What follows belongs to an exercise in optimizing a design on an open flow for small area; a production flow would make more cautious choices.
In this exercise RTL edits were held to simulation tests only and were not proved equivalent to the original.
Power figures rest on the tool's default switching activity, not on a simulated workload.

**flow/abc.script**
```
&get -n
&st
&dch
&nf
&st
&syn2
&if -g -K 6
&synch2
&nf
&st
&syn2
&if -g -K 6
&synch2
&nf
&st
&syn2
&if -g -K 6
&synch2
&nf
&st
&syn2
&if -g -K 6
&synch2
&nf
&st
&syn2
&if -g -K 6
&synch2
&nf
&put
topo
stime -c
```
**design.v**
```verilog
package isa_pkg;
    localparam int word_w    = 16;               
    localparam int reg_idx_w = 4;                
    localparam int num_regs  = 1 << reg_idx_w;   
    localparam int pc_w      = 11;               
    localparam int imm_w     = 5;                
    localparam int step_w    = 5;
    localparam int n_steps   = 31;
    typedef logic [word_w-1:0]    word_t;
    typedef logic [reg_idx_w-1:0] reg_idx_t;
    typedef logic [pc_w-1:0]      pc_t;
endpackage
`timescale 1ns/1ns
module fetch_ctrl
(
    input  logic                       clk,
    input  logic                       rst_n,
    input  logic                       run,
    input  logic                       instr_valid,
    input  isa_pkg::word_t             instr_data,
    input  logic                       zero,        
    output logic                       fetch_req,
    output isa_pkg::pc_t               fetch_addr,
    output isa_pkg::word_t             instr,       
    output logic                       start,
    output logic                       stepping,
    output logic [isa_pkg::step_w-1:0] step,
    output logic                       retire
);
    logic        fetching;    
    logic        busy;        
    logic        idle;
    logic        pc_en;
    logic [3:0]  pc_i;
    logic        taken;
    logic        off_bit;
    logic        cin;
    logic        pc_c;
    logic [1:0]  pc_sum;
    isa_pkg::word_t ir;
    isa_pkg::pc_t   pc;
    assign idle      = !fetching && !busy;
    assign start     = fetching && instr_valid;
    assign retire    = busy && (step == isa_pkg::step_w'(isa_pkg::n_steps));
    assign stepping  = start || (busy && !retire);
    assign fetch_req = run && (idle || retire);
    always_ff @(posedge clk or negedge rst_n)
    begin
        if (!rst_n)
        begin
            fetching <= 1'b0;
            busy     <= 1'b0;
            step     <= '0;
        end
        else
        begin
            if (fetch_req)
                fetching <= 1'b1;
            else if (instr_valid)
                fetching <= 1'b0;
            if (start)
                busy <= 1'b1;
            else if (retire)
                busy <= 1'b0;
            if (stepping)
                step <= step + 1'b1;
            else
                step <= '0;
        end
    end
    assign instr = fetching ? instr_data : ir;
    always_ff @(posedge clk)
    begin
        ir <= instr;
    end
    assign pc_i    = step[3:0];
    assign pc_en   = busy && step[4] && (pc_i < 4'd11);
    assign taken   = (ir[15:13] == 3'b100) && zero;
    assign off_bit = taken && ir[(pc_i < 4'd4) ? pc_i : 4'd4];
    assign cin     = (pc_i == 4'd0) ? 1'b1 : pc_c;
    assign pc_sum  = {1'b0, pc[0]} + {1'b0, off_bit} + {1'b0, cin};
    always_ff @(posedge clk)
    begin
        pc_c <= pc_sum[1];
    end
    always_ff @(posedge clk or negedge rst_n)
    begin
        if (!rst_n)
            pc <= '0;
        else if (pc_en)
            pc <= {pc_sum[0], pc[isa_pkg::pc_w-1:1]};
    end
    assign fetch_addr = pc;
endmodule
`timescale 1ns/1ns
module reg_file
(
    input  logic              clk,
    input  logic [3:0]        ph_nxt,     
    input  logic              clr,        
    input  logic              we,
    input  isa_pkg::reg_idx_t wr_idx,
    input  isa_pkg::word_t    wr_data,
    input  isa_pkg::reg_idx_t rs_idx,
    input  isa_pkg::reg_idx_t rt_idx,
    output logic              rs_bit,     
    output logic              rt_bit      
);
    isa_pkg::word_t ring [isa_pkg::num_regs];
    logic [isa_pkg::word_w-1:0] heads;
    logic [2*isa_pkg::word_w-1:0] dbl;
    isa_pkg::word_t wr_rot;
    assign dbl    = {wr_data, wr_data} >> ph_nxt;
    assign wr_rot = dbl[isa_pkg::word_w-1:0];
    localparam isa_pkg::word_t odd = 16'haaaa;
    always_ff @(posedge clk)
    begin
        for (int i = 0; i < isa_pkg::num_regs; i++)
        begin
            if (clr || (we && (wr_idx == isa_pkg::reg_idx_t'(i))))
                ring[i] <= (clr ? '0 : wr_rot) ^ odd;
            else
                ring[i] <= {ring[i][0], ring[i][isa_pkg::word_w-1:1]} ^ {1'b1, {(isa_pkg::word_w-1){1'b1}}};
        end
    end
    always_comb
    begin
        for (int i = 0; i < isa_pkg::num_regs; i++)
            heads[i] = ring[i][0];
    end
    assign rs_bit = heads[rs_idx];
    assign rt_bit = heads[rt_idx];
endmodule
`timescale 1ns/1ns
module exec_unit
(
    input  logic                       clk,
    input  logic                       start,       
    input  logic                       stepping,    
    input  logic [isa_pkg::step_w-1:0] step,
    input  logic [3:0]                 ph,
    input  logic                       a_bit,
    input  logic                       b_bit,
    input  logic                       is_mult,
    input  logic                       is_add,      
    input  logic                       is_slt,
    input  logic                       inv_b,       
    output isa_pkg::word_t             result,
    output logic                       eq           
);
    localparam int w = isa_pkg::word_w;
    logic [w-1:0] acc;
    logic [w-1:0] base;
    logic [w-1:0] y;
    logic [w-1:0] bring;
    logic [w-1:0] bmod;
    logic         pass1;
    logic         act;
    logic         ins;
    logic         done_q;      
    logic         done;
    logic         lap;         
    logic         top;
    logic         a_x;
    logic         b_x;
    logic         cin;
    logic         c_q;
    logic         s_bit;
    logic         c_bit;
    logic         x_bit;
    logic         acc_cin;
    logic         eq_q;
    assign pass1 = !step[4];
    assign act   = stepping && (is_mult || is_add);
    assign done  = done_q && !start;
    assign lap   = stepping && is_add && (ph == 4'd0) && !done;
    assign top   = is_slt && (ph == 4'd15);
    assign a_x   = a_bit ^ top;
    assign b_x   = b_bit ^ inv_b ^ top;
    assign cin   = (ph == 4'd0) ? inv_b : c_q;
    assign s_bit = a_x ^ b_x ^ cin;
    assign c_bit = (a_x & b_x) | (a_x & cin) | (b_x & cin);
    always_ff @(posedge clk)
    begin
        c_q    <= c_bit;
        done_q <= stepping && (done || lap);
    end
    assign ins = is_mult ? (pass1 && b_bit) : lap;
    always_comb
    begin
        for (int n = 0; n < w; n++)
        begin
            if (4'(n) == {ph[2:0], 1'b0})
                bmod[n] = ins;
            else
                bmod[n] = bring[n];
        end
    end
    always_ff @(posedge clk)
    begin
        if (act)
            bring <= {bmod[w-2:0], bmod[w-1]};
        else
            bring <= '0;
    end
    assign x_bit = is_mult ? a_bit : (s_bit && !is_slt);
    always_comb
    begin
        for (int n = 0; n < w; n++)
            y[n] = x_bit && bmod[n] && (4'(n) >= ph);
    end
    assign acc_cin = stepping && top && done && !c_bit;
    assign base    = start ? '0 : acc;
    always_ff @(posedge clk)
    begin
        acc <= base + y + w'(acc_cin);
    end
    assign result = acc;
    always_ff @(posedge clk)
    begin
        if (stepping && pass1)
            eq_q <= (start || eq_q) && (a_bit == b_bit);
    end
    assign eq = eq_q;
endmodule
`timescale 1ns/1ns
module isa_core
(
    input  logic              clk,
    input  logic              rst_n,
    input  logic              run,
    input  logic              host_we,
    input  isa_pkg::reg_idx_t host_idx,
    input  isa_pkg::word_t    host_data,
    input  logic              instr_valid,
    input  isa_pkg::word_t    instr_data,
    output logic              fetch_req,
    output isa_pkg::pc_t      fetch_addr,
    output logic              wb_valid,
    output isa_pkg::reg_idx_t wb_idx,
    output isa_pkg::word_t    wb_data,
    output logic              io_stall
);
    logic                       clr;
    logic [3:0]                 ph;
    logic [3:0]                 ph_nxt;
    isa_pkg::word_t             instr;
    logic                       start;
    logic                       stepping;
    logic [isa_pkg::step_w-1:0] step;
    logic                       retire;
    logic                       zero;
    logic                       rs_bit;
    logic                       rt_bit;
    logic                       is_alu;
    logic                       is_mult;
    logic                       is_slt;
    logic                       is_add;
    logic                       inv_b;
    logic                       core_we;
    logic                       host_wr;
    logic                       rf_we;
    isa_pkg::reg_idx_t          rf_idx;
    isa_pkg::word_t             rf_data;
    isa_pkg::word_t             result;
    always_ff @(posedge clk or negedge rst_n)
    begin
        if (!rst_n)
        begin
            clr <= 1'b1;
            ph  <= '0;
        end
        else
        begin
            clr <= 1'b0;
            ph  <= ph_nxt;
        end
    end
    assign ph_nxt = ph + 4'd1;
    fetch_ctrl u_fetch_ctrl (
        .clk         (clk),
        .rst_n       (rst_n),
        .run         (run),
        .instr_valid (instr_valid),
        .instr_data  (instr_data),
        .zero        (zero),
        .fetch_req   (fetch_req),
        .fetch_addr  (fetch_addr),
        .instr       (instr),
        .start       (start),
        .stepping    (stepping),
        .step        (step),
        .retire      (retire)
    );
    assign is_alu  = (instr[15:14] == 2'b00);
    assign is_mult = (instr[15:13] == 3'b001) && instr[0];
    assign is_slt  = (instr[15:13] == 3'b001) && !instr[0];
    assign is_add  = (instr[15:13] == 3'b000) || is_slt;
    assign inv_b   = ((instr[15:13] == 3'b000) && instr[0]) || is_slt;
    assign core_we = retire && is_alu;
    assign host_wr = host_we && !run;
    assign rf_we   = core_we || host_wr;
    assign rf_idx  = core_we ? instr[4:1] : host_idx;
    assign rf_data = core_we ? result : host_data;
    reg_file u_reg_file (
        .clk     (clk),
        .ph_nxt  (ph_nxt),
        .clr     (clr),
        .we      (rf_we),
        .wr_idx  (rf_idx),
        .wr_data (rf_data),
        .rs_idx  (instr[12:9]),
        .rt_idx  (instr[8:5]),
        .rs_bit  (rs_bit),
        .rt_bit  (rt_bit)
    );
    exec_unit u_exec_unit (
        .clk      (clk),
        .start    (start),
        .stepping (stepping),
        .step     (step),
        .ph       (ph),
        .a_bit    (rs_bit),
        .b_bit    (rt_bit),
        .is_mult  (is_mult),
        .is_add   (is_add),
        .is_slt   (is_slt),
        .inv_b    (inv_b),
        .result   (result),
        .eq       (zero)
    );
    assign wb_valid = core_we;
    assign wb_idx   = instr[4:1];
    assign wb_data  = result;
    assign io_stall = !retire;
endmodule
```
**flow/synth.tcl**
```tcl
# The standard flow's synthesis script (synth_recipe.tcl) with one addition: just before
# the final ABC mapping, the 2:1 muxes that feed the register-file ring
# flip-flops are mapped to single o22ai cells (flow/ringmux.v), so every
# ring bit gets the same small cell. ABC maps the rest as usual. The
# flip-flops are mapped before this point, so the registers are the same
# as in the standard synthesis. If flow/abc.script exists, ABC runs that
# script instead of ORFS's speed script.
proc synth {args} { yosys synth -nofsm -noshare {*}$args }
proc abc {args} {
  yosys select -set ringmux {*}{c:u_reg_file.ring* %ci1:+[D] %ci1:+[Y] t:$_MUX_ %i}
  yosys select -count @ringmux
  yosys techmap -map $::env(FLOW_FLOW_DIR)/ringmux.v @ringmux
  yosys opt_expr
  yosys opt_merge
  yosys opt_expr
  yosys opt_clean
  set i [lsearch -exact $args -script]
  if { $i >= 0 && [file exists $::env(FLOW_FLOW_DIR)/abc.script] } {
    lset args [expr {$i + 1}] $::env(FLOW_FLOW_DIR)/abc.script
  }
  yosys abc {*}$args
}
source $::env(SCRIPTS_DIR)/synth.tcl
# left out here: clear keep_hierarchy, flatten, clean up, hide names made inside functions, write 1_2_yosys.v
```
**standard.sh**
```bash
#!/bin/bash
# synth_recipe.tcl (not shown) runs the flow's synth.tcl, then flattens the netlist and writes it again
# the make line also repeats each setting of config.mk as NAME=value (left out here)
make -C /OpenROAD-flow-scripts/flow DESIGN_CONFIG=/design/flow/config.mk WORK_HOME=/design/flow/orfs CLKGATE_MAP_FILE= SYNTH_SCRIPT=/design/flow/synth_recipe.tcl "${@:-finish}"
```
**flow/run.sh**
```bash
#!/bin/bash
# The standard layout (standard.sh) with these changes:
#  - synthesis (flow/synth.tcl) maps the register-file ring muxes to o22ai
#    cells before ABC maps the rest
#  - port buffers use the smallest buffer cell
#  - the clock tree is built from small clock buffers in small sink
#    clusters, without dummy loads
# The ORFS tools log to orfs/logs as usual; make's output goes to
# standard.log.
set -euo pipefail
here=$(pwd)
sed "s#SYNTH_SCRIPT=[^ ]*#SYNTH_SCRIPT=$here/flow/synth.tcl#" standard.sh > standard_own.sh
export FLOW_FLOW_DIR=$here/flow
export BUFFER_PORTS_ARGS="-buffer_cell sky130_fd_sc_hd__buf_1"
export CTS_ARGS="-sink_clustering_enable -repair_clock_nets -dont_use_dummy_load -buf_list {sky130_fd_sc_hd__clkbuf_4} -sink_clustering_size 10 -sink_clustering_max_diameter 40"
bash standard_own.sh > standard.log 2>&1
```
**config.mk**
```make
export PLATFORM = sky130hd
export DESIGN_NAME = isa_core
export DESIGN_NICKNAME = isa_core
export VERILOG_FILES = /design/flow/design.v
export SDC_FILE = /design/flow/constraint.sdc
export NUM_CORES = 4
export LEC_CHECK = 0
export ABC_CLOCK_PERIOD_IN_PS = 5500
export CAP_MARGIN = 20
export CORE_MARGIN = 2
export CORE_UTILIZATION = 70
export PLACE_DENSITY = 0.78
export SLEW_MARGIN = 20
```
**constraint.sdc**
```tcl
create_clock -name core_clock -period 5.5 [get_ports {clk}]
set_input_delay 1.1000 -clock core_clock [delete_from_list [all_inputs] [get_ports {clk}]]
set_output_delay 1.1000 -clock core_clock [all_outputs]
set_load 0.01 [all_outputs]
```
**flow/ringmux.v**
```verilog
// Map a 2:1 mux into one o22ai cell: Y = !((!S | !B) & (S | !A)) = S ? B : A.
// The inverters are left to ABC, which merges them with their drivers.
module \$_MUX_ (A, B, S, Y);
  input A, B, S;
  output Y;
  wire na, nb, ns;
  \$_NOT_ inv_a (.A(A), .Y(na));
  \$_NOT_ inv_b (.A(B), .Y(nb));
  \$_NOT_ inv_s (.A(S), .Y(ns));
  sky130_fd_sc_hd__o22ai_1 _TECHMAP_REPLACE_ (.A1(ns), .A2(nb), .B1(S), .B2(na), .Y(Y));
endmodule
```
==> out/results.txt, run 1 <==
Final core utilization: 78.3%
Area share of the leading cell type in the synthesized netlist: 52.3%
Count of unique library cells instantiated by Yosys: 48
Area used by multi-input combinational logic: 4830 µm²
I/O pin total: 75
Data required, critical path: 6.03 ns
Reg2reg setup slack: 0.36 ns
Die Y: 134 µm
Run status: finished clean
First-pass DRT Iterations: 6
Flip-flop and latch count after synthesis: 331
# hold bufs at CTS: 0
Critical path's most frequent cell: mux2i_1
Pin count of the biggest net entering global routing: 24
Reported max-cap violation count: 0
Share of synthesized area occupied by flip-flops and latches: 57.5%
DP Wirelength: 18600 µm
Initial cell density of the core: 71.1%
Commonest cells after routing, fill and taps aside: 307 x dfxtp_1, 256 x o22ai_1, 79 x mux2i_1
Critical path peak fanout: 18
Routed wire length: 28300 µm
WP buf/inv: 2
Total DRC errors in the routed layout: 0
Pwr/cell area: 417 nW/µm²
Total global routing overflow: 0
Worst hold path class: flip-flop to flip-flop
Number of antenna violations at the first check in global routing: 1
Clock period minus final worst setup slack: 5.14 ns
Pre-CTS WS: -0.356 ns
Insertion delay to the later sink of the worst-skew pair: 0.67 ns
Maximum operating frequency: 0.195 GHz
Via density per instance: 6.42
Avg WL per Cell: 20.0 µm
Main synth FF type: dfxtp_1
Launching element type of the critical path: flip-flop
Max clock buf depth: 3
CP max-delay cell: fa_1
Vias: 9067
Root buffer selected by CTS: clkbuf_4
Final weighted congestion of routability-driven global placement: 0.917
Startpoint-to-endpoint class of the critical path: flip-flop to flip-flop
Share of layout cells above drive strength 1: 8.40%
Port Buf Inserts: 74
Worst voltage drop across the vdd grid: 0.000266 V
Count of flip-flops with a built-in enable after synthesis: 1
Synth area leaders: dfxtp_1 52%, o22ai_1 14%, mux2i_1 6.7%
Critical path endpoint category: flip-flop
Clock tree from TritonCTS: yes
Placed Cells incl. Taps: 1368
Gr usage total: 31.9%
Total CTS buffers: 41
Pwr Total: 5.39 mW
Post-Synthesis Cells: 1036
Most common library cell in the layout ignoring fill and taps: dfxtp_1
Final worst clock skew: 0.0726 ns
TritonCTS sink count: 331
Post-synthesis cell area: 11800 µm²
Final nets: 1262
Sequential cell area in the final layout: 6750 µm²
CP cell instances: buf_4 > buf_12 > mux2_1 > mux2i_1 > mux2i_1 > xnor2_1 > fa_1 > and2_0 > a31oi_2 > or3_1 > a2111oi_1 > ha_1 > nor2b_1 > o21a_1 > o21ai_0 > a21oi_1 > a211oi_1 > nor2_1 > o311ai_0
Fraction of registers with async set/reset: 6.95%
Filler cell count: 1123
Setup ws final: 0.359 ns
Cell family contributing the most delay on the critical path: compound AO/OA/AOI/OAI gates
Number of H-tree levels: 2
Synthesized area per cell: 11.3 µm²
Clock transition at the register clock pins on the worst setup and hold paths after CTS: 0.11 ns
Final setup violation count: 0
Static Leak: 5.37 nW
Unrepaired setup endpoints after global routing: no
Full die area: 17800 µm²
Placeable Area: 16500 µm²
Part of the cycle the worst path needs: 93.5%
Remaining antenna violation count after routing: 0
Die boundary width: 134 µm
Number of global-route vias before repair: 8562
Syn_nets: 1105
Largest area contributor in the synthesized netlist: dfxtp_1
Slew of the pin with the lowest slew margin: 1.07 ns
Violation count after the first detailed-route iteration: 682
First-pass GRT wire length: 44600 µm
Crit-path max cell delay: 0.56 ns
Count of pins over their slew limit: 0
Worst Path Arrival: 5.68 ns
Layout overhead on the synthesized area: 10.2%
Final instance count without filler cells: 1412
Final hold vios: 0
Std cell rows: 47
Number of warnings reported in the yosys synthesis log: 5
Max-Slew Margin vs Limit: 28.8%
-- cell families (layout without fill, tap and decap cells) --
logic type | after synthesis | in the layout | share of synthesized area [%]
compound gates | 353 | 353 | 19.2
flops | 331 | 331 | 57.5
simple gates | 149 | 149 | 6.58
mux | 109 | 109 | 10.5
buf+inv | 46 | 201 | 1.60
xor+xnor | 19 | 19 | 1.42
fa+ha+maj | 28 | 28 | 3.24
other cells | 1 | 2 | 0.0319
-- metal layers --
| metal | vias to the layer above | routed length, µm | part of all wire (%) | GRT usage (%) |
|---|---|---|---|---|
| met1 | 4353 | 12300 | 44 | 43.2 |
| met3 | 73 | 1970 | 7.0 | 5.63 |
| met5 | - | 0 | 0 | 0 |
| li1 | 4297 | - | - | - |
| met4 | 0 | 915 | 3.2 | 11.1 |
| met2 | 344 | 13100 | 46 | 52.2 |
-- final cells by class --
class	instances	area share [%]
Antenna cell	1	0.0193
Clock buffer	41	2.38
Inverter	42	1.22
Multi-Input combinational cell	659	37.3
Sequential cell	331	52.2
Tap cell	220	2.13
Timing Repair Buffer	118	4.79
-- synthesized netlist by cell type (9+ instances only) --
library cell and n:
dfxtp_1 307, o22ai_1 256, mux2i_1 79, mux4_2 9, nor2b_1 12, clkinv_1 42, ha_1 24, nor3_1 12
and3_1 17, and2_0 23, xnor2_1 14, nand2_1 23, o21ai_0 14, a21oi_1 24, dfrtp_1 22, mux2_1 21
nor2_1 32, a21o_1 20
-- flip-flops by register name, summed over array words and instances, names as in the netlist, 4 cells and up --
register / cells
u_reg_file.ring: 256
u_exec_unit.acc: 16
u_exec_unit.bring: 16
u_fetch_ctrl.ir: 16
u_fetch_ctrl.pc: 11
u_fetch_ctrl.step: 5
ph: 4
-- what timing repair did --
action                     CTS  global route
buffers inserted             0             2
setup endpoints to repair    0             4
resized for setup            0             3
-- metrics by stage --
stage | cell area, µm² | TNS, ns | hold slack, ns
floorplan | 11800 | 0 | 0.399
global placement | 12600 | -0.471 | 0.400
detailed placement | 12600 | -1.42 | 0.405
CTS | 12900 | 0 | 0.362
global route | 12900 | 0 | 0.371
finish | 12900 | 0 | 0.377
-- worst paths after layout --
kind | from | to | depth (start not counted)
min in group asynchronous | rst_n | u_fetch_ctrl.busy | 2
setup reg to reg | u_fetch_ctrl.fetching | u_exec_unit.acc[14] | 19
hold / removal | u_reg_file.ring[14][3] | u_reg_file.ring[14][2] | 1
hold reg to reg | u_reg_file.ring[14][3] | u_reg_file.ring[14][2] | 1
setup / recovery | u_fetch_ctrl.fetching | u_exec_unit.acc[14] | 19
max in group asynchronous | rst_n | ph[0] | 2
-- report_power, final --
| part | total, mW | switching (mW) | internal (mW) |
|---|---|---|---|
| clock network | 1.07 | 0.722 | 0.344 |
| registers | 2.89 | 0.161 | 2.73 |
| logic | 1.44 | 0.803 | 0.635 |
| total | 5.39 | 1.69 | 3.71 |
==> inputs of run 2 (changes only) <==
--- a/config.mk
+++ b/config.mk
@@ -8,6 +8,6 @@
 export ABC_CLOCK_PERIOD_IN_PS = 5500
 export CAP_MARGIN = 20
 export CORE_MARGIN = 2
-export CORE_UTILIZATION = 70
-export PLACE_DENSITY = 0.78
+export CORE_UTILIZATION = 75
+export PLACE_DENSITY = 0.85
 export SLEW_MARGIN = 20
==> run 2 against run 1 <==
Net effect: still clean; register-to-register slack got worse by 0.02 ns; non-clock buffer count fell by 6; flip-flop and latch count did not move; via count barely moved; clock skew rose by 0.0069 ns; critical path type is now primary input to flip-flop; critical endpoint unchanged.
==> out/results.txt, run 2 <==
Clock transition at the register clock pins on the worst setup and hold paths after CTS: 0.10 ns (was 0.11 ns)
Placed Cells incl. Taps: 1355 (was 1368)
Pwr/cell area: 420 nW/µm² (was 417 nW/µm²)
Number of warnings reported in the yosys synthesis log: 5 (unchanged)
First-pass GRT wire length: 44200 µm (was 44600 µm)
Count of flip-flops with a built-in enable after synthesis: 1 (unchanged)
Register with the most flip-flops: u_reg_file.ring (unchanged)
Switching pwr: 1.71 mW (was 1.69 mW)
Total CTS buffers: 43 (was 41)
Die boundary width: 129 µm (was 134 µm)
Final weighted congestion of routability-driven global placement: 0.949 (was 0.917)
Commonest cells after routing, fill and taps aside: 307 x dfxtp_1, 256 x o22ai_1, 79 x mux2i_1 (unchanged)
TritonCTS sink count: 331 (unchanged)
Final hold vios: 0 (unchanged)
Proportion of total power due to net switching: 31.6% (was 31.3%)
Data required, critical path: 6.00 ns (was 6.03 ns)
Avg WL per Cell: 20.2 µm (was 20.0 µm)
Static Leak: 5.34 nW (was 5.37 nW)
Largest area contributor in the synthesized netlist: dfxtp_1 (unchanged)
Unrepaired setup endpoints after global routing: no (unchanged)
Worst Path Arrival: 5.70 ns (was 5.68 ns)
Setup ws final: 0.302 ns (was 0.359 ns)
Syn_nets: 1105 (unchanged)
Share of synthesized area occupied by flip-flops and latches: 57.5% (unchanged)
Final setup violation count: 0 (unchanged)
Most common library cell in the layout ignoring fill and taps: dfxtp_1 (unchanged)
Flip-flop count of the largest register, all copies and words added: 256 (unchanged)
WP buf/inv: 1 (was 2)
Final worst clock skew: 0.0795 ns (was 0.0726 ns)
Cell family contributing the most delay on the critical path: compound AO/OA/AOI/OAI gates (unchanged)
First-pass DRT Iterations: 5 (was 6)
Number of H-tree levels: 2 (unchanged)
Final instance count without filler cells: 1399 (was 1412)
Launching element type of the critical path: primary input (was flip-flop)
Count of pins over their slew limit: 0 (unchanged)
Clock period minus final worst setup slack: 5.20 ns (was 5.14 ns)
Count of buffers added by post-CTS timing repair for setup: 0 (unchanged)
Sequential cell fraction of total power: 53.4% (was 53.6%)
Startpoint-to-endpoint class of the critical path: primary input to flip-flop (was flip-flop to flip-flop)
Via density per instance: 6.49 (was 6.42)
Root buffer selected by CTS: clkbuf_4 (unchanged)
Critical path endpoint category: flip-flop (unchanged)
Number of antenna violations at the first check in global routing: 1 (unchanged)
Max clock buf depth: 3 (unchanged)
Setup tns final: 0 ns (unchanged)
Total global routing overflow: 0 (unchanged)
Filler cell count: 872 (was 1123)
Post-Synthesis Cells: 1036 (unchanged)
Fraction of power consumed by the clock network: 20.0% (was 19.8%)
Post-synthesis cell area: 11800 µm² (unchanged)
Routed wire length: 28300 µm (about the same)
CP max-delay cell: fa_1 (unchanged)
Max-Slew Margin vs Limit: 28.4% (was 28.8%)
Count of unique library cells instantiated by Yosys: 48 (unchanged)
Pre-CTS WS: -0.323 ns (was -0.356 ns)
Internal Pwr Total: 3.70 mW (was 3.71 mW)
Worst path depth: 19 (unchanged)
Initial cell density of the core: 77.0% (was 71.1%)
Gr usage total: 34.2% (was 31.9%)
Placeable Area: 15300 µm² (was 16500 µm²)
Maximum operating frequency: 0.192 GHz (was 0.195 GHz)
Die Y: 129 µm (was 134 µm)
Clock tree from TritonCTS: yes (unchanged)
Share of layout cells above drive strength 1: 8.26% (was 8.40%)
Top cells by instance count after synthesis: 307 x dfxtp_1, 256 x o22ai_1, 79 x mux2i_1 (unchanged)
Slew of the pin with the lowest slew margin: 1.07 ns (about the same)
Synth area leaders: dfxtp_1 52%, o22ai_1 14%, mux2i_1 6.7% (unchanged)
Layout overhead on the synthesized area: 9.74% (was 10.2%)
I/O pin total: 75 (unchanged)
Pin count of the biggest net entering global routing: 24 (unchanged)
Total DRC errors in the routed layout: 0 (unchanged)
Length in cells of the worst reg-to-reg path: 18 (was 19)
Number of global-route vias before repair: 8579 (was 8562)
Port Buf Inserts: 74 (unchanged)
Critical path peak fanout: 5 (was 18)
Synthesized area per cell: 11.3 µm² (unchanged)
Remaining antenna violation count after routing: 0 (unchanged)
Worst hold path class: flip-flop to flip-flop (unchanged)
Std cell rows: 45 (was 47)
Vias: 9073 (was 9067)
Violation count after the first detailed-route iteration: 792 (was 682)
DP Wirelength: 18600 µm (about the same)
Area share of the leading cell type in the synthesized netlist: 52.3% (unchanged)
Full die area: 16700 µm² (was 17800 µm²)
Most used standard cell by instance count after synthesis: dfxtp_1 (unchanged)
Main synth FF type: dfxtp_1 (unchanged)
Insertion delay to the later sink of the worst-skew pair: 0.67 ns (about the same)
Worst voltage drop across the vdd grid: 0.000302 V (was 0.000266 V)
Cell depth of the worst hold path: 1 (unchanged)
Post-Route Hold Slack: 0.380 ns (was 0.377 ns)
Run status: finished clean (unchanged)
CP cell instances: buf_1 > mux2_2 > mux4_2 > mux2i_1 > mux2i_1 > xnor2_1 > fa_1 > and2_0 > a31oi_2 > or3_1 > a2111oi_2 > ha_1 > nor2b_1 > o21a_1 > o21ai_0 > a21oi_1 > a211oi_1 > nor2_1 > o311ai_0 (was buf_4 > buf_12 > mux2_1 > mux2i_1 > mux2i_1 > xnor2_1 > fa_1 > and2_0 > a31oi_2 > or3_1 > a2111oi_1 > ha_1 > nor2b_1 > o21a_1 > o21ai_0 > a21oi_1 > a211oi_1 > nor2_1 > o311ai_0)
Crit-path max cell delay: 0.53 ns (was 0.56 ns)
Fraction of registers with async set/reset: 6.95% (unchanged)
Combinational Power Share: 26.5% (was 26.7%)
Critical path's most frequent cell: mux2i_1 (unchanged)
Final nets: 1258 (was 1262)
Reported max-cap violation count: 0 (unchanged)
Part of the cycle the worst path needs: 94.5% (was 93.5%)
Final core utilization: 84.5% (was 78.3%)
Flip-flop and latch count after synthesis: 331 (unchanged)
==> run 2: path summary, 6_finish.rpt <==
path                                             from                    end  slack, ns
worst min-delay path            u_reg_file.ring[2][1]  u_reg_file.ring[2][0]       0.38
min in group asynchronous                       rst_n                  ph[3]       0.43
worst max-delay path                    instr_data[5]    u_exec_unit.acc[14]       0.30
max in group asynchronous                       rst_n  u_fetch_ctrl.fetching       4.72
worst min register to register  u_reg_file.ring[2][1]  u_reg_file.ring[2][0]       0.38
worst max register to register  u_fetch_ctrl.fetching    u_exec_unit.acc[14]       0.34
==> run 2: final cells by class <==
cell class                      instances  area (µm²)  share of cell area [%]
Antenna cell                            1        2.50                  0.0194
Sequential cell                       331        6750                    52.4
Timing Repair Buffer                  112         563                    4.37
Inverter                               42         158                    1.22
Tap cell                              211         264                    2.05
Clock buffer                           43         323                    2.50
Multi-Input combinational cell        659        4830                    37.5
==> run 2: through the flow <==
step	power [mW]	area (µm²)
floorplan	3.89	11800
global placement	4.27	12600
detailed placement	4.34	12600
CTS	5.39	12900
global route	5.67	12900
finish	5.41	12900
==> run 2: per-layer routing <==
layer	GRT usage [%]	vias up	share of wire, %
met4	14.6	0	3.2
met3	6.03	74	6.4
met1	44.6	4343	42
met2	56.7	372	48
li1	-	4284	-
met5	0	-	0
==> run 2: power groups by stage <==
| stage | clock [mW] | combinational (mW) | sequential, mW |
|---|---|---|---|
| 4_1_cts | 1.09 | 1.42 | 2.88 |
| 2_1_floorplan | 0 | 0.975 | 2.91 |
| 3_5_place_dp | 0 | 1.40 | 2.94 |
| 3_3_place_gp | 0 | 1.35 | 2.92 |
| 6_report | 1.08 | 1.44 | 2.89 |
| 5_1_grt | 1.19 | 1.56 | 2.92 |
==> run 2: what timing repair did <==
item,4_1_cts,5_1_grt
endpoints found under the hold margin,0,0
endpoints found under the setup margin,0,4
hold buffers,0,0
gates resized for setup,0,3
==> run 2: logic make-up (layout without fill, tap and decap cells) <==
group	after synthesis	in the layout	synth area share (%)
AOI/OAI and AO/OA	353	353	19.2
DFF	331	331	57.5
and+or+nand+nor	149	149	6.58
muxes	109	109	10.5
buffers and inverters	46	197	1.60
adders and majority gates	28	28	3.24
xor gates and xnor gates	19	19	1.42
other	1	2	0.0319
==> inputs of run 3 (changes only) <==
--- a/config.mk
+++ b/config.mk
@@ -8,6 +8,6 @@
 export ABC_CLOCK_PERIOD_IN_PS = 5500
 export CAP_MARGIN = 20
 export CORE_MARGIN = 2
-export CORE_UTILIZATION = 75
-export PLACE_DENSITY = 0.85
+export CORE_UTILIZATION = 80
+export PLACE_DENSITY = 0.9
 export SLEW_MARGIN = 20
==> run 3 against run 2 <==
Net effect: routed wire length increased by 10%; design area shrank 0.41%; clock power hardly changed; first-iteration DRC count rose by 42%; still clean on timing, DRC and antenna; synthesized cell count unchanged; fmax about the same; flip-flop and latch count stayed put; combinational power grew 3%; power is 1.2% higher; critical path type unchanged; sequential share of layout area is 0.21 points higher; die area down 6.1%; hold slack lost 0.054 ns.
==> out/results.txt, run 3 <==
Run status: finished clean (unchanged)
Startpoint of the lowest-slack hold path: u_reg_file.ring[2][5] (was u_reg_file.ring[2][1])
Fraction of registers with async set/reset: 6.95% (unchanged)
Clock period minus final worst setup slack: 5.20 ns (about the same)
Multiplexer area fraction after synthesis: 10.5% (unchanged)
Syn_nets: 1105 (unchanged)
Final hold vios: 0 (unchanged)
Most used standard cell by instance count after synthesis: dfxtp_1 (unchanged)
Root buffer selected by CTS: clkbuf_4 (unchanged)
Final worst clock skew: 0.133 ns (was 0.0795 ns)
Avg WL per Cell: 22.8 µm (was 20.2 µm)
Pre-CTS WS: -0.456 ns (was -0.323 ns)
Clock transition at the register clock pins on the worst setup and hold paths after CTS: 0.10 ns (about the same)
Post-Synthesis Cells: 1036 (unchanged)
Reported max-cap violation count: 0 (unchanged)
Total CTS buffers: 42 (was 43)
Most common library cell in the layout ignoring fill and taps: dfxtp_1 (unchanged)
Share of synthesized area occupied by flip-flops and latches: 57.5% (unchanged)
Synth area leaders: dfxtp_1 52%, o22ai_1 14%, mux2i_1 6.7% (unchanged)
Setup ws final: 0.303 ns (was 0.302 ns)
Final core utilization: 89.0% (was 84.5%)
Area share of the leading cell type in the synthesized netlist: 52.3% (unchanged)
Main synth FF type: dfxtp_1 (unchanged)
Crit Reg-Reg Startpoint: u_fetch_ctrl.fetching (unchanged)
Pin count of the biggest net entering global routing: 26 (was 24)
First-pass GRT wire length: 48700 µm (was 44200 µm)
Placed Cells incl. Taps: 1326 (was 1355)
Register with the most flip-flops: u_reg_file.ring (unchanged)
Clock tree from TritonCTS: yes (unchanged)
Placeable Area: 14400 µm² (was 15300 µm²)
Number of H-tree levels: 2 (unchanged)
Pwr/cell area: 426 nW/µm² (was 420 nW/µm²)
Final nets: 1255 (was 1258)
Largest area contributor in the synthesized netlist: dfxtp_1 (unchanged)
Insertion delay to the later sink of the worst-skew pair: 0.69 ns (was 0.67 ns)
DP Wirelength: 19600 µm (was 18600 µm)
Post-Synth Adder-Cell Area: 3.24% (unchanged)
Static Leak: 5.34 nW (about the same)
Full die area: 15700 µm² (was 16700 µm²)
Commonest cells after routing, fill and taps aside: 307 x dfxtp_1, 256 x o22ai_1, 79 x mux2i_1 (unchanged)
Total global routing overflow: 0 (unchanged)
Final instance count without filler cells: 1368 (was 1399)
Port Buf Inserts: 74 (unchanged)
Count of flip-flops with a built-in enable after synthesis: 1 (unchanged)
Worst hold path class: flip-flop to flip-flop (unchanged)
Diode insertion count for antenna repair: 0 (was 1)
Violation count after the first detailed-route iteration: 1126 (was 792)
Unrepaired setup endpoints after global routing: no (unchanged)
Die boundary width: 125 µm (was 129 µm)
Vias: 9464 (was 9073)
Number of global-route vias before repair: 9224 (was 8579)
Final weighted congestion of routability-driven global placement: 0.928 (was 0.949)
Initial cell density of the core: 81.5% (was 77.0%)
Count of pins over their slew limit: 0 (unchanged)
Pwr Total: 5.47 mW (was 5.41 mW)
Gr usage total: 39.3% (was 34.2%)
Routed wire length: 31200 µm (was 28300 µm)
Max-Slew Margin vs Limit: 28.4% (about the same)
TritonCTS sink count: 331 (unchanged)
Std cell rows: 44 (was 45)
Source of the critical timing path: instr_data[9] (was instr_data[5])
Critical path endpoint category: flip-flop (unchanged)
Part of the cycle the worst path needs: 94.5% (about the same)
Worst voltage drop across the vdd grid: 0.000308 V (was 0.000302 V)
Share of the synthesized area in compound gates (AO/OA/AOI/OAI): 19.2% (unchanged)
Cell depth of the worst hold path: 1 (unchanged)
Final setup violation count: 0 (unchanged)
Post-synthesis share of cell area spent on xor and xnor gates: 1.42% (unchanged)
Die Y: 125 µm (was 129 µm)
I/O pin total: 75 (unchanged)
Flip-flop count of the largest register, all copies and words added: 256 (unchanged)
Post-synthesis cell area: 11800 µm² (unchanged)
Via density per instance: 6.92 (was 6.49)
Number of warnings reported in the yosys synthesis log: 5 (unchanged)
Number of antenna violations at the first check in global routing: 0 (was 1)
Synthesized area per cell: 11.3 µm² (unchanged)
Total DRC errors in the routed layout: 0 (unchanged)
Startpoint-to-endpoint class of the critical path: primary input to flip-flop (unchanged)
Largest family of logic cells by synthesized area: compound AO/OA/AOI/OAI gates (unchanged)
Maximum operating frequency: 0.192 GHz (about the same)
Slew of the pin with the lowest slew margin: 1.07 ns (about the same)
Max clock buf depth: 3 (unchanged)
Top cells by instance count after synthesis: 307 x dfxtp_1, 256 x o22ai_1, 79 x mux2i_1 (unchanged)
Flip-flop and latch count after synthesis: 331 (unchanged)
Count of unique library cells instantiated by Yosys: 48 (unchanged)
Share of layout cells above drive strength 1: 7.94% (was 8.26%)
Remaining antenna violation count after routing: 0 (unchanged)
Filler cell count: 684 (was 872)
Worst Path Arrival: 5.70 ns (about the same)
Length in cells of the worst reg-to-reg path: 18 (unchanged)
Critical path peak fanout: 5 (unchanged)
Layout overhead on the synthesized area: 9.30% (was 9.74%)
Simple-gate portion of the synthesized area: 6.58% (unchanged)
Launching element type of the critical path: primary input (unchanged)
Data required, critical path: 6.01 ns (was 6.00 ns)
First-pass DRT Iterations: 8 (was 5)
## run 3: final cells by class
class / instances / area, µm² / area share, %
sequential: 331 / 6750 / 52.6
timing repair buffer: 110 / 552 / 4.30
tap: 184 / 230 / 1.79
inverter: 42 / 158 / 1.23
multi-input combinational: 659 / 4830 / 37.6
clock buffer: 42 / 315 / 2.46
## run 3: kinds of logic (layout without fill, tap and decap cells)
| kind of cell | count (synthesis) | count (layout) |
|---|---|---|
| flops | 331 | 331 |
| xor+xnor | 19 | 19 |
| simple gates | 149 | 149 |
| fa+ha+maj | 28 | 28 |
| buf+inv | 46 | 194 |
| other cells | 1 | 1 |
| compound gates | 353 | 353 |
| mux | 109 | 109 |
## run 3: what timing repair did
item | CTS | global route
buffers inserted | 0 | 0
hold buffers | 0 | 0
setup endpoints to repair | 0 | 5
gates resized for setup | 0 | 5
## run 3: through the flow
stage | TNS [ns] | hold WS (ns) | cell area, µm²
final | 0 | 0.325 | 12800
after global routing | 0 | 0.342 | 12800
after CTS | 0 | 0.332 | 12800
after detailed placement | -2.18 | 0.405 | 12500
after global placement | -0.376 | 0.400 | 12500
after floorplan | 0 | 0.399 | 11800
## run 3: path summary, 6_finish.rpt
path / end / slack [ns]
hold / removal: u_reg_file.ring[2][4] / 0.33
min in group asynchronous: u_fetch_ctrl.fetching / 0.44
setup / recovery: u_exec_unit.acc[14] / 0.30
hold reg to reg: u_reg_file.ring[2][4] / 0.33
setup reg to reg: u_exec_unit.acc[14] / 0.34
max in group asynchronous: clr / 4.74
## run 3: per-layer routing
layer	global-route usage, %	wire (µm)
met2	65.3	14800
met3	6.12	2620
met4	19.3	1620
met5	0	0
met1	50.6	12100
## run 3: power by group
group / internal [mW] / leakage [nW] / total [mW] / switching, mW
combinational: 0.619 / 2.27 / 1.48 / 0.858
sequential: 2.73 / 2.88 / 2.91 / 0.177
clock: 0.352 / 0.193 / 1.09 / 0.739
total: 3.70 / 5.34 / 5.47 / 1.77
## run 3: critical path, cell delays in order
cell and delay (ns):
buf_1 0.15, mux2_4 0.23, mux4_2 0.50, mux2i_1 0.16
mux2i_1 0.16, xnor2_1 0.19, fa_1 0.57, and2_0 0.15
a31oi_2 0.07, or3_1 0.36, a2111oi_2 0.40, ha_1 0.32
nor2b_1 0.14, o21a_1 0.17, o21ai_0 0.22, a21oi_1 0.13
a211oi_1 0.26, nor2_1 0.10, o311ai_0 0.32
==> inputs of run 4 (changes only) <==
--- a/config.mk
+++ b/config.mk
@@ -9,5 +9,5 @@
 export CAP_MARGIN = 20
 export CORE_MARGIN = 2
 export CORE_UTILIZATION = 80
-export PLACE_DENSITY = 0.9
+export PLACE_DENSITY = 0.95
 export SLEW_MARGIN = 20
==> run 4 against run 3 <==
Net effect: routed wire length up 0.11%; critical path depth down 1; power up 1.4%; non-clock buffer count down 2; count of clock-buffer cells in the layout down 1; still clean; largest power group unchanged; cell count unchanged; first-iteration DRC count down 7.6%.
==> out/results.txt, run 4 <==
Area share of the leading cell type in the synthesized netlist: 52.3% (unchanged)
Critical path endpoint category: flip-flop (unchanged)
Total CTS buffers: 41 (was 42)
Clock transition at the register clock pins on the worst setup and hold paths after CTS: 0.11 ns (was 0.10 ns)
Std cell rows: 44 (unchanged)
CP cell instances: mux2_2 > mux4_2 > mux2i_1 > mux2i_1 > xnor2_1 > fa_1 > and2_0 > a31oi_2 > or3_1 > a2111oi_1 > ha_1 > nor2b_1 > o21a_1 > o21ai_0 > a21oi_1 > a211oi_1 > nor2_1 > o311ai_0 (was buf_1 > mux2_4 > mux4_2 > mux2i_1 > mux2i_1 > xnor2_1 > fa_1 > and2_0 > a31oi_2 > or3_1 > a2111oi_2 > ha_1 > nor2b_1 > o21a_1 > o21ai_0 > a21oi_1 > a211oi_1 > nor2_1 > o311ai_0)
Worst voltage drop across the vdd grid: 0.000329 V (was 0.000308 V)
Main synth FF type: dfxtp_1 (unchanged)
Clock tree from TritonCTS: yes (unchanged)
Share of layout cells above drive strength 1: 7.62% (was 7.94%)
Number of antenna violations at the first check in global routing: 2 (was 0)
Avg WL per Cell: 22.8 µm (about the same)
Top cells by instance count after synthesis: 307 x dfxtp_1, 256 x o22ai_1, 79 x mux2i_1 (unchanged)
Post-Synthesis Cells: 1036 (unchanged)
Length in cells of the worst reg-to-reg path: 18 (unchanged)
Layout overhead on the synthesized area: 9.08% (was 9.30%)
# hold bufs at CTS: 0 (unchanged)
Startpoint-to-endpoint class of the critical path: flip-flop to flip-flop (was primary input to flip-flop)
Area of all placed cells without fillers: 12800 µm² (about the same)
Most common library cell in the layout ignoring fill and taps: dfxtp_1 (unchanged)
Reported max-cap violation count: 0 (unchanged)
Post-synthesis cell area: 11800 µm² (unchanged)
Vias: 9698 (was 9464)
Gr usage total: 39.1% (was 39.3%)
Insertion delay to the later sink of the worst-skew pair: 0.72 ns (was 0.69 ns)
Count of buffers added by post-CTS timing repair for setup: 0 (unchanged)
Critical path's most frequent cell: mux2i_1 (unchanged)
Die boundary width: 125 µm (unchanged)
First-pass DRT Iterations: 8 (unchanged)
Synthesized area per cell: 11.3 µm² (unchanged)
Die Y: 125 µm (unchanged)
Most used standard cell by instance count after synthesis: dfxtp_1 (unchanged)
Flip-flop count of the largest register, all copies and words added: 256 (unchanged)
Static Leak: 5.32 nW (was 5.34 nW)
Initial cell density of the core: 81.5% (unchanged)
Count of pins over their slew limit: 0 (unchanged)
Total global routing overflow: 0 (unchanged)
Final instance count without filler cells: 1368 (unchanged)
Final weighted congestion of routability-driven global placement: 0.940 (was 0.928)
CP max-delay cell: fa_1 (unchanged)
First-pass GRT wire length: 48800 µm (was 48700 µm)
Crit-path max cell delay: 0.63 ns (was 0.57 ns)
Worst Path Arrival: 5.92 ns (was 5.70 ns)
I/O pin total: 75 (unchanged)
Number of H-tree levels: 2 (unchanged)
Routed wire length: 31200 µm (about the same)
Placement-stage cell area: 12500 µm² (about the same)
Data required, critical path: 6.05 ns (was 6.01 ns)
Max clock buf depth: 3 (unchanged)
Number of resized instances in the post-cts repair step: 0 (unchanged)
Register with the most flip-flops: u_reg_file.ring (unchanged)
Violation count after the first detailed-route iteration: 1040 (was 1126)
Max-Slew Margin vs Limit: 26.9% (was 28.4%)
Synth area leaders: dfxtp_1 52%, o22ai_1 14%, mux2i_1 6.7% (unchanged)
Largest area contributor in the synthesized netlist: dfxtp_1 (unchanged)
Number of global-route vias before repair: 9443 (was 9224)
Maximum operating frequency: 0.186 GHz (was 0.192 GHz)
Crit Reg-Reg Startpoint: u_fetch_ctrl.fetching (unchanged)
Root buffer selected by CTS: clkbuf_4 (unchanged)
Placed Cells incl. Taps: 1324 (was 1326)
Final hold vios: 0 (unchanged)
Reg2reg setup slack: 0.14 ns (was 0.34 ns)
Run status: finished clean (unchanged)
Count of flip-flops with a built-in enable after synthesis: 1 (unchanged)
Clock period minus final worst setup slack: 5.36 ns (was 5.20 ns)
Count of unique library cells instantiated by Yosys: 48 (unchanged)
TritonCTS sink count: 331 (unchanged)
Launching element type of the critical path: flip-flop (was primary input)
Flip-flop and latch count after synthesis: 331 (unchanged)
Number of warnings reported in the yosys synthesis log: 5 (unchanged)
Cell family contributing the most delay on the critical path: compound AO/OA/AOI/OAI gates (unchanged)
Final setup violation count: 0 (unchanged)
WP buf/inv: 0 (was 1)
Placeable Area: 14400 µm² (unchanged)
Slew of the pin with the lowest slew margin: 1.10 ns (was 1.07 ns)
Share of synthesized area occupied by flip-flops and latches: 57.5% (unchanged)
Part of the cycle the worst path needs: 97.5% (was 94.5%)
Final worst clock skew: 0.0939 ns (was 0.133 ns)
Worst path depth: 18 (was 19)
Final nets: 1252 (was 1255)
Worst hold path class: primary input to asynchronous set/reset pin (was flip-flop to flip-flop)
Via density per instance: 7.09 (was 6.92)
DP Wirelength: 19400 µm (was 19600 µm)
Commonest cells after routing, fill and taps aside: 307 x dfxtp_1, 256 x o22ai_1, 78 x mux2i_1 (was 307 x dfxtp_1, 256 x o22ai_1, 79 x mux2i_1)
Fraction of registers with async set/reset: 6.95% (unchanged)
Endpoint of the worst-slack reg-to-reg timing path: u_exec_unit.acc[14] (unchanged)
Critical path peak fanout: 5 (unchanged)
Port Buf Inserts: 74 (unchanged)
Pin count of the biggest net entering global routing: 24 (was 26)
Pwr/cell area: 433 nW/µm² (was 426 nW/µm²)
Total DRC errors in the routed layout: 0 (unchanged)
Full die area: 15700 µm² (unchanged)
Remaining antenna violation count after routing: 0 (unchanged)
Syn_nets: 1105 (unchanged)
## run 4: worst reg2reg max path: stages, from the launching register on
cell and delay [ns]:
dfrtp_1 0.52, mux2_2 0.46, mux4_2 0.48, mux2i_1 0.15, mux2i_1 0.14, xnor2_1 0.20, fa_1 0.63, and2_0 0.17
a31oi_2 0.07, or3_1 0.36, a2111oi_1 0.44, ha_1 0.34, nor2b_1 0.15, o21a_1 0.17, o21ai_0 0.20, a21oi_1 0.12
a211oi_1 0.28, nor2_1 0.10, o311ai_0 0.30
## run 4: worst max-delay path by stage
stage,startpoint,endpoint
6_report,u_fetch_ctrl.fetching,u_exec_unit.acc[14]
5_1_grt,u_fetch_ctrl.fetching,u_exec_unit.acc[14]
4_1_cts,u_fetch_ctrl.fetching,u_exec_unit.acc[14]
3_5_place_dp,instr_data[9],u_exec_unit.acc[14]
3_3_place_gp,instr_data[9],u_exec_unit.acc[14]
2_1_floorplan,instr_data[9],u_exec_unit.acc[14]
## run 4: logic make-up (layout without fill, tap and decap cells)
| family | count (synthesis) | count (layout) | share of synthesized area, % |
|---|---|---|---|
| compound gates | 353 | 353 | 19.2 |
| xor+xnor | 19 | 19 | 1.42 |
| fa+ha+maj | 28 | 28 | 3.24 |
| buf+inv | 46 | 191 | 1.60 |
| flops | 331 | 331 | 57.5 |
| mux | 109 | 109 | 10.5 |
| other cells | 1 | 4 | 0.0319 |
| simple gates | 149 | 149 | 6.58 |
## run 4: metrics by stage
step	setup slack [ns]	TNS (ns)	hold WS [ns]	util [%]	power, mW
3_5_place_dp	-0.348	-1.47	0.406	86.6	4.41
2_1_floorplan	0.0278	0	0.399	-	3.89
5_1_grt	-0.0821	-0.245	0.346	88.9	5.76
6_report	0.136	0	0.353	88.9	5.55
4_1_cts	0.208	0	0.370	88.8	5.45
3_3_place_gp	-0.0963	-0.209	0.399	86.6	4.30
## run 4: where the power goes
group | switching [mW] | total [mW] | internal, mW
Clock | 0.750 | 1.09 | 0.344
Combinational | 0.901 | 1.55 | 0.648
Sequential | 0.177 | 2.91 | 2.73
## run 4: layer usage
| metal | GRT usage [%] | wire, µm | share of wire [%] | vias to the layer above |
|---|---|---|---|---|
| met2 | 66.1 | 15100 | 48 | 660 |
| met3 | 7.53 | 2890 | 9.2 | 174 |
| met5 | 0 | 0 | 0 | - |
| met4 | 19.9 | 1580 | 5.1 | 0 |
| met1 | 48.1 | 11700 | 37 | 4594 |
| li1 | - | - | - | 4270 |
## run 4: area by class of cell
cell class                      count  area, µm²
Inverter                           42        158
Tap cell                          184        230
Clock buffer                       41        308
Sequential cell                   331       6750
Fill cell                         689       1610
Timing Repair Buffer              108        537
Multi-Input combinational cell    659       4820
Antenna cell                        3       7.51
==> inputs of run 5 (changes only) <==
--- a/config.mk
+++ b/config.mk
@@ -8,6 +8,6 @@
 export ABC_CLOCK_PERIOD_IN_PS = 5500
 export CAP_MARGIN = 20
 export CORE_MARGIN = 2
-export CORE_UTILIZATION = 80
-export PLACE_DENSITY = 0.95
+export CORE_UTILIZATION = 85
+export PLACE_DENSITY = 0.93
 export SLEW_MARGIN = 20
==> run 5 against run 4 <==
Net effect: the run now fails in global routing (5_1_grt); area after synthesis stayed put; synthesized cell count stayed put.
==> out/results.txt, run 5 <==
Failing step: global routing (5_1_grt)
Max clock buf depth: 3 (unchanged)
Pin count of the biggest net entering global routing: 26
Final weighted congestion of routability-driven global placement: 0.937 (was 0.940)
Gr usage total: 89.2%
Placed Cells incl. Taps: 1314 (was 1324)
Post-Synthesis Cells: 1036 (unchanged)
Port Buf Inserts: 74 (unchanged)
GRT worst endpoint: u_exec_unit.acc[15]$_DFF_P_/D
Std cell rows: 42 (was 44)
TritonCTS sink count: 331 (unchanged)
Count of unique library cells instantiated by Yosys: 48 (unchanged)
Root buffer selected by CTS: clkbuf_4 (unchanged)
Synth area leaders: dfxtp_1 52%, o22ai_1 14%, mux2i_1 6.7% (unchanged)
Area share of the leading cell type in the synthesized netlist: 52.3% (unchanged)
Post-synthesis cell area: 11800 µm² (unchanged)
Largest area contributor in the synthesized netlist: dfxtp_1 (unchanged)
Synthesized area per cell: 11.3 µm² (unchanged)
Stop err: [ERROR GRT-0232] Routing congestion too high. Check the congestion heatmap in the GUI.
Number of H-tree levels: 2 (unchanged)
Top cells by instance count after synthesis: 307 x dfxtp_1, 256 x o22ai_1, 79 x mux2i_1 (unchanged)
Flip-flop and latch count after synthesis: 331 (unchanged)
Fraction of registers with async set/reset: 6.95% (unchanged)
Number of warnings reported in the yosys synthesis log: 5 (unchanged)
DP Wirelength: 21500 µm (was 19400 µm)
Classification of the worst endpoint: sequential cell input
Die boundary width: 122 µm (was 125 µm)
Run status: did not finish (was finished clean)
Die Y: 122 µm (was 125 µm)
Share of synthesized area occupied by flip-flops and latches: 57.5% (unchanged)
# hold bufs at CTS: 0 (unchanged)
Most used standard cell by instance count after synthesis: dfxtp_1 (unchanged)
Placement-stage cell area: 12500 µm² (about the same)
Total global routing overflow: 238
Main synth FF type: dfxtp_1 (unchanged)
Count of flip-flops with a built-in enable after synthesis: 1 (unchanged)
I/O pin total: 75 (unchanged)
Initial cell density of the core: 88.0% (was 81.5%)
Syn_nets: 1105 (unchanged)
Total CTS buffers: 40 (was 41)
[run 5: cell counts after synthesis]
No cell type changed its count.
[run 5: layer usage]
metal	overflow	GRT usage (%)
met5	6	47.6
met4	108	94.5
met3	5	78.4
met2	113	100
met1	6	87.7
[run 5: worst min-delay path by stage]
stage                                start                endpoint
floorplan            u_reg_file.ring[0][1]   u_reg_file.ring[0][0]
CTS                 u_reg_file.ring[10][4]  u_reg_file.ring[10][3]
global placement     u_reg_file.ring[1][5]   u_reg_file.ring[1][4]
detailed placement   u_reg_file.ring[2][5]   u_reg_file.ring[2][4]
[run 5: stage by stage]
| step | util, % | setup slack [ns] |
|---|---|---|
| 2_1_floorplan | - | 0.0278 |
| 3_3_place_gp | 93.4 | -0.125 |
| 3_5_place_dp | 93.4 | -0.399 |
| 4_1_cts | 95.8 | 0.0208 |
[run 5: cell families after synthesis]
kind of cell | count (synthesis) | share of synthesized area, %
AO/OA/AOI/OAI | 353 | 19.2
flip-flops | 331 | 57.5
AND/OR/NAND/NOR | 149 | 6.58
multiplexers | 109 | 10.5
buffers and inverters | 46 | 1.60
adder cells (fa/ha/maj) | 28 | 3.24
XOR/XNOR | 19 | 1.42
other | 1 | 0.0319
[run 5: power by group through the flow]
stage                     logic (mW)  clock network, mW  registers (mW)
after floorplan                0.975                  0            2.91
after global placement          1.32                  0            2.92
after detailed placement        1.45                  0            2.95
after CTS                       1.60               1.08            2.92
[run 5: timing repair]
action,4_1_cts
resized for setup,7
setup endpoints to repair,4
setup buffers,0
pin swaps,0
==> inputs of run 6 (changes only) <==
--- a/config.mk
+++ b/config.mk
@@ -6,8 +6,8 @@
 export NUM_CORES = 4
 export LEC_CHECK = 0
 export ABC_CLOCK_PERIOD_IN_PS = 5500
-export CAP_MARGIN = 20
+export CAP_MARGIN = 5
 export CORE_MARGIN = 2
-export CORE_UTILIZATION = 85
-export PLACE_DENSITY = 0.93
-export SLEW_MARGIN = 20
+export CORE_UTILIZATION = 80
+export PLACE_DENSITY = 0.9
+export SLEW_MARGIN = 5
==> run 6 against run 5 <==
Net effect: area after synthesis unchanged; synthesized cell count did not move; now clean on timing, DRC and antenna.
==> out/results.txt, run 6 <==
Final worst clock skew: 0.133 ns
Part of the cycle the worst path needs: 94.5%
Avg WL per Cell: 22.8 µm
Share of the synthesized area in compound gates (AO/OA/AOI/OAI): 19.2% (unchanged)
Routed wire length: 31200 µm
Data required, critical path: 6.01 ns
Flip-flop count of the largest register, all copies and words added: 256
Terminating pin of the worst hold path: u_reg_file.ring[2][4]
Critical path peak fanout: 5
Diode insertion count for antenna repair: 0
Post-synthesis share of cell area spent on xor and xnor gates: 1.42% (unchanged)
Worst hold path class: flip-flop to flip-flop
Startpoint-to-endpoint class of the critical path: primary input to flip-flop
Number of global-route vias before repair: 9224
Crit-path max cell delay: 0.57 ns
Largest area contributor in the synthesized netlist: dfxtp_1 (unchanged)
Pwr Total: 5.47 mW
Gr usage total: 39.3%
Number of H-tree levels: 2 (unchanged)
Reported max-cap violation count: 0
Std cell rows: 44 (was 42)
Clock period minus final worst setup slack: 5.20 ns
Main synth FF type: dfxtp_1 (unchanged)
Simple-gate portion of the synthesized area: 6.58% (unchanged)
Port Buf Inserts: 74 (unchanged)
Most common library cell in the layout ignoring fill and taps: dfxtp_1
CP max-delay cell: fa_1
Post-Synth Adder-Cell Area: 3.24% (unchanged)
Total global routing overflow: 0
Pre-CTS WS: -0.456 ns (was -0.399 ns)
Share of layout cells above drive strength 1: 7.94%
Die Y: 125 µm (was 122 µm)
Total CTS buffers: 42 (was 40)
Setup ws final: 0.303 ns
Placed Cells incl. Taps: 1326 (was 1314)
First-pass GRT wire length: 48700 µm
CP cell instances: buf_1 > mux2_4 > mux4_2 > mux2i_1 > mux2i_1 > xnor2_1 > fa_1 > and2_0 > a31oi_2 > or3_1 > a2111oi_2 > ha_1 > nor2b_1 > o21a_1 > o21ai_0 > a21oi_1 > a211oi_1 > nor2_1 > o311ai_0
Count of flip-flops with a built-in enable after synthesis: 1 (unchanged)
Violation count after the first detailed-route iteration: 1126
Top cells by instance count after synthesis: 307 x dfxtp_1, 256 x o22ai_1, 79 x mux2i_1 (unchanged)
Final core utilization: 89.0%
Clock transition at the register clock pins on the worst setup and hold paths after CTS: 0.10 ns
Endpoint of the worst-slack reg-to-reg timing path: u_exec_unit.acc[14]
Run status: finished clean (was did not finish)
Final nets: 1255
Maximum operating frequency: 0.192 GHz
Placeable Area: 14400 µm²
Final weighted congestion of routability-driven global placement: 0.928 (was 0.937)
Placement-stage cell area: 12500 µm² (about the same)
Number of warnings reported in the yosys synthesis log: 5 (unchanged)
Flip-flop and latch count after synthesis: 331 (unchanged)
Register with the most flip-flops: u_reg_file.ring
Largest family of logic cells by synthesized area: compound AO/OA/AOI/OAI gates (unchanged)
Slew of the pin with the lowest slew margin: 1.07 ns
Critical path endpoint category: flip-flop
Multiplexer area fraction after synthesis: 10.5% (unchanged)
Most used standard cell by instance count after synthesis: dfxtp_1 (unchanged)
Setup tns final: 0 ns
Reg2reg setup slack: 0.34 ns
Count of pins over their slew limit: 0
Syn_nets: 1105 (unchanged)
Area share of the leading cell type in the synthesized netlist: 52.3% (unchanged)
Number of antenna violations at the first check in global routing: 0
Fraction of registers with async set/reset: 6.95% (unchanged)
Via density per instance: 6.92
Commonest cells after routing, fill and taps aside: 307 x dfxtp_1, 256 x o22ai_1, 79 x mux2i_1
Final hold vios: 0
Worst Path Arrival: 5.70 ns
Unrepaired setup endpoints after global routing: no
TritonCTS sink count: 331 (unchanged)
Clock tree from TritonCTS: yes
Startpoint of the lowest-slack hold path: u_reg_file.ring[2][5]
Full die area: 15700 µm²
Worst voltage drop across the vdd grid: 0.000308 V
I/O pin total: 75 (unchanged)
First-pass DRT Iterations: 8
Total DRC errors in the routed layout: 0
Filler cell count: 684
Static Leak: 5.34 nW
Final setup violation count: 0
Post-Route Hold Slack: 0.325 ns
DP Wirelength: 19600 µm (was 21500 µm)
Root buffer selected by CTS: clkbuf_4 (unchanged)
Layout overhead on the synthesized area: 9.30%
Max clock buf depth: 3 (unchanged)
Crit Reg-Reg Startpoint: u_fetch_ctrl.fetching
Remaining antenna violation count after routing: 0
Pin count of the biggest net entering global routing: 26
Cell depth of the worst hold path: 1
Insertion delay to the later sink of the worst-skew pair: 0.69 ns
Critical path's most frequent cell: mux2i_1
Share of synthesized area occupied by flip-flops and latches: 57.5% (unchanged)
Post-Synthesis Cells: 1036 (unchanged)
Final instance count without filler cells: 1368
Post-synthesis cell area: 11800 µm² (unchanged)
Max-Slew Margin vs Limit: 28.4%
Die boundary width: 125 µm (was 122 µm)
Synth area leaders: dfxtp_1 52%, o22ai_1 14%, mux2i_1 6.7% (unchanged)
Synthesized area per cell: 11.3 µm² (unchanged)
Launching element type of the critical path: primary input
Length in cells of the worst reg-to-reg path: 18
Vias: 9464
Pwr/cell area: 426 nW/µm²
Count of unique library cells instantiated by Yosys: 48 (unchanged)
Area of all placed cells without fillers: 12800 µm²
Initial cell density of the core: 81.5% (was 88.0%)
run 6: cell counts after synthesis:
No cell type changed its count.
run 6: final cells by class:
cell class	instances	area [µm²]	area share [%]
flip-flops and latches	331	6750	52.6
multi-input cells	659	4830	37.6
repair buffers	110	552	4.30
clock buffers	42	315	2.46
well taps	184	230	1.79
inverters	42	158	1.23
run 6: layer usage:
layer  wire length, µm  vias to the layer above  GRT usage [%]
li1                  -                     4286              -
met1             12100                     4496           50.6
met2             14800                      546           65.3
met3              2620                      136           6.12
met4              1620                        0           19.3
met5                 0                        -              0
run 6: cell families (layout without fill, tap and decap cells):
family	after synthesis	in the layout
AO/OA/AOI/OAI	353	353
adder cells (fa/ha/maj)	28	28
XOR/XNOR	19	19
buffers and inverters	46	194
AND/OR/NAND/NOR	149	149
multiplexers	109	109
other	1	1
flip-flops	331	331
run 6: critical path, delay by kind of cell:
family          cells  cell delay [ns]
compound gates      7             1.57
xor+xnor            1             0.19
mux                 4             1.05
buf+inv             1             0.15
simple gates        4             0.75
fa+ha+maj           2             0.89
run 6: what timing repair did:
action	4_1_cts	5_1_grt
hold buffers	0	0
setup buffers	0	0
setup endpoints to repair	0	5
gates resized for setup	0	5
run 6: how the worst max path moves through the flow:
stage,startpoint,cells past startpoint,slack (ns),end
CTS,u_fetch_ctrl.fetching,18,0.16,u_exec_unit.acc[14]
detailed placement,instr_data[9],19,-0.46,u_exec_unit.acc[14]
global route,instr_data[9],19,0.03,u_exec_unit.acc[14]
global placement,instr_data[9],19,-0.14,u_exec_unit.acc[14]
floorplan,instr_data[9],18,0.03,u_exec_unit.acc[14]
finish,instr_data[9],19,0.30,u_exec_unit.acc[14]
run 6: power breakdown:
group	total (mW)	internal [mW]	leakage (nW)	switching [mW]
Sequential	2.91	2.73	2.88	0.177
Combinational	1.48	0.619	2.27	0.858
Clock	1.09	0.352	0.193	0.739
==> inputs of run 7 (changes only) <==
--- a/flow/run.sh
+++ b/flow/run.sh
@@ -12,5 +12,5 @@
 sed "s#SYNTH_SCRIPT=[^ ]*#SYNTH_SCRIPT=$here/flow/synth.tcl#" standard.sh > standard_own.sh
 export FLOW_FLOW_DIR=$here/flow
 export BUFFER_PORTS_ARGS="-buffer_cell sky130_fd_sc_hd__buf_1"
-export CTS_ARGS="-sink_clustering_enable -repair_clock_nets -dont_use_dummy_load -buf_list {sky130_fd_sc_hd__clkbuf_4} -sink_clustering_size 10 -sink_clustering_max_diameter 40"
+export CTS_ARGS="-sink_clustering_enable -repair_clock_nets -dont_use_dummy_load -buf_list {sky130_fd_sc_hd__clkbuf_4} -sink_clustering_size 10 -sink_clustering_max_diameter 50"
 bash standard_own.sh > standard.log 2>&1
--- a/config.mk
+++ b/config.mk
@@ -6,8 +6,8 @@
 export NUM_CORES = 4
 export LEC_CHECK = 0
 export ABC_CLOCK_PERIOD_IN_PS = 5500
-export CAP_MARGIN = 5
+export CAP_MARGIN = 20
 export CORE_MARGIN = 2
 export CORE_UTILIZATION = 80
 export PLACE_DENSITY = 0.9
-export SLEW_MARGIN = 5
+export SLEW_MARGIN = 20
==> run 7 against run 6 <==
Net effect: power grew 0.46%; critical path depth unchanged; clock power about the same; global-route usage is 1.6 points higher; flip-flop and latch count unchanged; sequential share of layout area about the same; setup slack better by 0.013 ns; fmax rose by 0.25%; largest cell class unchanged.
==> out/results.txt, run 7 <==
Launching element type of the critical path: primary input (unchanged)
Critical path endpoint category: flip-flop (unchanged)
Clock transition at the register clock pins on the worst setup and hold paths after CTS: 0.12 ns (was 0.10 ns)
Most used standard cell by instance count after synthesis: dfxtp_1 (unchanged)
Switching pwr: 1.82 mW (was 1.77 mW)
Gr usage total: 40.9% (was 39.3%)
Worst hold path class: primary input to asynchronous set/reset pin (was flip-flop to flip-flop)
Area share of the leading cell type in the synthesized netlist: 52.3% (unchanged)
Pre-CTS WS: -0.456 ns (unchanged)
Run status: finished clean (unchanged)
Final setup violation count: 0 (unchanged)
Remaining antenna violation count after routing: 0 (unchanged)
Worst voltage drop across the vdd grid: 0.000311 V (was 0.000308 V)
Total DRC errors in the routed layout: 0 (unchanged)
Final hold vios: 0 (unchanged)
Multiplexer area fraction after synthesis: 10.5% (unchanged)
Maximum operating frequency: 0.193 GHz (was 0.192 GHz)
Largest area contributor in the synthesized netlist: dfxtp_1 (unchanged)
Initial cell density of the core: 81.5% (unchanged)
Syn_nets: 1105 (unchanged)
Total global routing overflow: 0 (unchanged)
Clock period minus final worst setup slack: 5.18 ns (was 5.20 ns)
Placement-stage cell area: 12500 µm² (unchanged)
Share of the synthesized area in compound gates (AO/OA/AOI/OAI): 19.2% (unchanged)
Final weighted congestion of routability-driven global placement: 0.928 (unchanged)
Insertion delay to the later sink of the worst-skew pair: 0.67 ns (was 0.69 ns)
Largest family of logic cells by synthesized area: compound AO/OA/AOI/OAI gates (unchanged)
Number of global-route vias before repair: 9281 (was 9224)
Most common library cell in the layout ignoring fill and taps: dfxtp_1 (unchanged)
Top cells by instance count after synthesis: 307 x dfxtp_1, 256 x o22ai_1, 79 x mux2i_1 (unchanged)
# hold bufs at CTS: 0 (unchanged)
Avg WL per Cell: 23.8 µm (was 22.8 µm)
I/O pin total: 75 (unchanged)
Via density per instance: 7.09 (was 6.92)
Count of pins over their slew limit: 0 (unchanged)
Internal Pwr Total: 3.68 mW (was 3.70 mW)
Synthesized area per cell: 11.3 µm² (unchanged)
Total CTS buffers: 39 (was 42)
Fraction of power consumed by the clock network: 19.7% (was 19.9%)
First-pass GRT wire length: 50500 µm (was 48700 µm)
Synth area leaders: dfxtp_1 52%, o22ai_1 14%, mux2i_1 6.7% (unchanged)
Number of antenna violations at the first check in global routing: 1 (was 0)
Share of layout cells above drive strength 1: 7.71% (was 7.94%)
Flip-flop and latch count after synthesis: 331 (unchanged)
Post-synthesis share of cell area spent on xor and xnor gates: 1.42% (unchanged)
Startpoint-to-endpoint class of the critical path: primary input to flip-flop (unchanged)
Part of the cycle the worst path needs: 94.2% (was 94.5%)
Worst Path Arrival: 5.76 ns (was 5.70 ns)
Critical path peak fanout: 5 (unchanged)
[run 7: cell counts after synthesis]
No cell type changed its count.
[run 7: power groups by stage]
stage / Sequential [mW] / Combinational, mW / Clock (mW)
2_1_floorplan: 2.91 / 0.975 / 0
3_3_place_gp: 2.92 / 1.35 / 0
3_5_place_dp: 2.94 / 1.42 / 0
4_1_cts: 2.90 / 1.45 / 1.07
5_1_grt: 2.93 / 1.61 / 1.16
6_report: 2.91 / 1.51 / 1.08
[run 7: repair_timing]
action	CTS	global route
resized for setup	1	5
setup endpoints to repair	1	5
buffers inserted	0	0
[run 7: path summary, 6_finish.rpt]
| path | from | to | cells after the start |
|---|---|---|---|
| max | instr_data[9] | u_exec_unit.acc[14] | 19 |
| min reg2reg | u_reg_file.ring[9][6] | u_reg_file.ring[9][5] | 1 |
| max in group asynchronous | rst_n | clr | 2 |
| min in group core_clock | u_reg_file.ring[9][6] | u_reg_file.ring[9][5] | 1 |
| max reg2reg | u_fetch_ctrl.fetching | u_exec_unit.acc[14] | 18 |
| min | rst_n | ph[1] | 2 |
[run 7: per-stage QoR]
stage	std cells	hold WS (ns)	utilization (%)	setup TNS, ns	power [mW]
2_1_floorplan	1036	0.399	-	0	3.89
3_3_place_gp	1326	0.400	86.7	-0.376	4.27
3_5_place_dp	1326	0.405	86.7	-2.18	4.36
4_1_cts	1365	0.397	88.8	0	5.42
5_1_grt	1366	0.412	89.0	0	5.71
6_report	1366	0.397	89.0	0	5.50
[run 7: worst max-delay path, stage by stage]
cell	delay (ns)
buf_1	0.16
mux2_4	0.25
mux4_2	0.52
mux2i_1	0.17
mux2i_1	0.16
xnor2_1	0.19
fa_1	0.56
and2_0	0.15
a31oi_2	0.07
or3_1	0.39
a2111oi_4	0.36
ha_1	0.31
nor2b_1	0.14
o21a_1	0.17
o21ai_0	0.22
a21oi_1	0.13
a211oi_1	0.26
nor2_1	0.12
o311ai_1	0.32
[run 7: layout make-up]
type / count / area (µm²)
Timing Repair Buffer: 110 / 548
Multi-Input combinational cell: 659 / 4850
Antenna cell: 1 / 2.50
Fill cell: 683 / 1590
Tap cell: 184 / 230
Sequential cell: 331 / 6750
Inverter: 42 / 158
Clock buffer: 39 / 293
[run 7: metal layers]
layer / routed length, µm / vias to the layer above / share of wire [%] / track usage, %
li1: - / 4276 / - / -
met5: 0 / - / 0 / 0
met1: 12400 / 4634 / 38 / 53.0
met3: 2990 / 151 / 9.2 / 7.92
met2: 15600 / 627 / 48 / 66.8
met4: 1530 / 0 / 4.7 / 19.3
[run 7: kinds of logic after synthesis]
kind of cell	after synthesis
flip-flops	331
multiplexers	109
adder cells (fa/ha/maj)	28
AO/OA/AOI/OAI	353
AND/OR/NAND/NOR	149
XOR/XNOR	19
other	1
buffers and inverters	46
